From an optimization exercise on the open Yosys and OpenROAD flow, aimed at a short achievable clock period and few clock cycles per item; shortcuts taken in it are not production practice.
Function was checked by simulation only, so behaviour that the tests miss may differ from the original.

==> inputs of violet <==
## cpu_top
module cpu_top (
    input  logic        clk,
    input  logic        rst,
    output logic [31:0] pc,
    output logic        inst_req_valid,
    input  logic        inst_req_ready,
    input  logic [31:0] instruction,
    input  logic        inst_valid,
    output logic        inst_ready,
    output logic [31:0] mem_addr,
    output logic [31:0] mem_wdata,
    output logic [3:0]  mem_wstrb,
    output logic        mem_write,
    output logic        mem_read,
    input  logic        mem_req_ready,
    input  logic [31:0] read_data,
    input  logic        read_data_valid,
    output logic        read_data_ready,
    output logic        retire_valid,
    output logic        retire_wen,
    output logic [4:0]  retire_waddr,
    output logic [31:0] retire_wdata,
    output logic [31:0] retire_pc
);
clock: 7.0 ns
lec_check: 0
cap_margin: 20
cell_pad_in_sites_detail_placement: 1
cell_pad_in_sites_global_placement: 2
core_margin: 2
core_utilization: 25
place_density: 0.35
setup_slack_margin: 3.5
slew_margin: 20
run.sh (not shown) runs the stock make flow with config.mk's settings and CLKGATE_MAP_FILE= SYNTH_SCRIPT=/design/flow/synth_recipe.tcl, a recipe that flattens the netlist after the stock synthesis.
==> pepper (differences from violet) <==
--- a/flow/design.v
+++ b/flow/design.v
@@ -69,14 +69,15 @@
     logic [3:0]  n_disc;
     logic [2:0]  mf   [QD];    
     logic [1:0]  mf_rd, mf_wr;
     logic [31:0] q_w  [QD];    
     logic [2:0]  q_m  [QD];
     logic [QD-1:0] qt;         
     logic [2:0]  q_cnt;
+    logic [31:0] q_s1, q_s2;   
     logic [31:0] q0_nx;
     logic [31:0] dpc_q;        
     logic        fix_q;        
     logic [18:0] hi_q, hp_q, hm_q;
     logic [10:0] hjp_q, hjm_q;
     logic        hi_stale;
     logic        bt_v   [BN];
@@ -250,14 +251,18 @@
             hp_q  <= dpc_q[31:13] + 19'd1;
             hm_q  <= dpc_q[31:13] - 19'd1;
             hjp_q <= dpc_q[31:21] + 11'd1;
             hjm_q <= dpc_q[31:21] - 11'd1;
         end
     end
     always_ff @(posedge clk) begin
+        if (q_pop || (q_push && !qt[0])) begin
+            q_s1 <= 32'd1 << q0_nx[19:15];
+            q_s2 <= 32'd1 << q0_nx[24:20];
+        end
         for (int i = 0; i < QD; i++) begin
             if (q_pop) begin
                 if (q_push && qt[i] && (i + 1 == QD || !qt[(i+1)%QD])) begin
                     q_w[i] <= instruction;
                     q_m[i] <= mf[mf_rd];
                 end else if (i + 1 < QD) begin
                     q_w[i] <= q_w[i+1];
@@ -354,16 +359,25 @@
             default: d_bc = 6'b100000;
         endcase
     end
     assign rfv[0] = '0;
     for (genvar i = 1; i < 32; i++) begin : g_rfv
         assign rfv[i] = rf_q[i];
     end
-    assign rd1 = rfv[rs1];
-    assign rd2 = rfv[rs2];
+    logic [31:0] rq1, rq2;
+    always_comb begin
+        rq1 = '0;
+        rq2 = '0;
+        for (int i = 1; i < 32; i++) begin
+            rq1 = rq1 | ({32{q_s1[i]}} & rf_q[i]);
+            rq2 = rq2 | ({32{q_s2[i]}} & rf_q[i]);
+        end
+    end
+    assign rd1 = q_ne ? rq1 : rfv[instruction[19:15]];
+    assign rd2 = q_ne ? rq2 : rfv[instruction[24:20]];
     logic c1e, c1m, c1w, c2e, c2m, c2w;
     assign c1e = e_v && e_wen && (e_rd == rs1) && (rs1 != 5'd0);
     assign c1m = m_v && m_wen && (m_rd == rs1) && (rs1 != 5'd0);
     assign c1w = w_v && w_wen && (w_rd == rs1) && (rs1 != 5'd0);
     assign c2e = e_v && e_wen && (e_rd == rs2) && (rs2 != 5'd0);
     assign c2m = m_v && m_wen && (m_rd == rs2) && (rs2 != 5'd0);
     assign c2w = w_v && w_wen && (w_rd == rs2) && (rs2 != 5'd0);
--- a/flow/config.mk
+++ b/flow/config.mk
@@ -7,9 +7,9 @@
 export LEC_CHECK = 0
 export CAP_MARGIN = 20
 export CELL_PAD_IN_SITES_DETAIL_PLACEMENT = 1
 export CELL_PAD_IN_SITES_GLOBAL_PLACEMENT = 2
 export CORE_MARGIN = 2
 export CORE_UTILIZATION = 25
 export PLACE_DENSITY = 0.35
-export SETUP_SLACK_MARGIN = 3.5
+export SETUP_SLACK_MARGIN = 4
 export SLEW_MARGIN = 20
==> run summary <==
| quantity | pepper | violet |
|---|---|---|
| Clock network share of area | 6.062% | 6.474% |
| Number of buffers created by CTS | 336 | 329 |
| Post-synthesis register bit count | 2,630 | 2,568 |
| Critical path fanouts, max | 7 | 4 |
| Initial antenna violation count | 156 | 106 |
| Status | no timing/DRC/antenna violations | no timing/DRC/antenna violations |
| Number of sequential cells in the layout | 2,630 | 2,568 |
| Die outline height | 735.9 um | 705.5 um |
| Non-filler cells in the finished layout | 20.97k | 18.78k |
| Met3 routing resource usage after global routing | 12.16% | 6.230% |
| Pin slew with the least headroom to its limit | 1231 ps | 1347 ps |
| Number of logic stages on the critical path including buffering | 18 | 19 |
| Met1 track utilization from global routing | 50.01% | 44.63% |
| Synthesized instance count | 11.85k | 10.09k |
| End-of-flow core utilization | 34.88% | 35.64% |
| Number of cell rows | 268 | 257 |
Testbench counts of violet, summed over its fixed seeds: cycles 26,523, instructions 24,269.
Testbench counts of pepper, summed over its fixed seeds: cycles 26,523, instructions 24,269.

## re-timing with driven ports
How much do the figures lean on ideal ports? The routed layouts below were timed once more, with nothing changed but the port constraints.
Step 1 (the two cells are an assumption about what drives the block):
set clk [get_ports {clk}]
set_driving_cell -lib_cell sky130_fd_sc_hd__clkbuf_16 $clk
set_driving_cell -lib_cell sky130_fd_sc_hd__buf_2 [delete_from_list [all_inputs] $clk]
Step 2 times the ports against the registers' clock, not the clock port: input delays grow and output delays shrink by t, the midpoint of the rising clock arrivals with the driver on.
a / b / c = ideal ports / drivers / drivers and shift; a / b = the first two.
run	t (ns)	slack for setup (ns)	worst setup path at the end	clock arrival spread, ns
violet	1.107	2.733 / 2.733 / 1.760	input to register	0.098 / 0.099
pepper	1.159	2.449 / 2.449 / 1.414	input to register	0.105 / 0.105
After both steps every run listed still meets setup and hold. For pepper, which loses most, drivers alone change the setup slack by 0.000 ns; drivers and shift together by -1.035 ns.
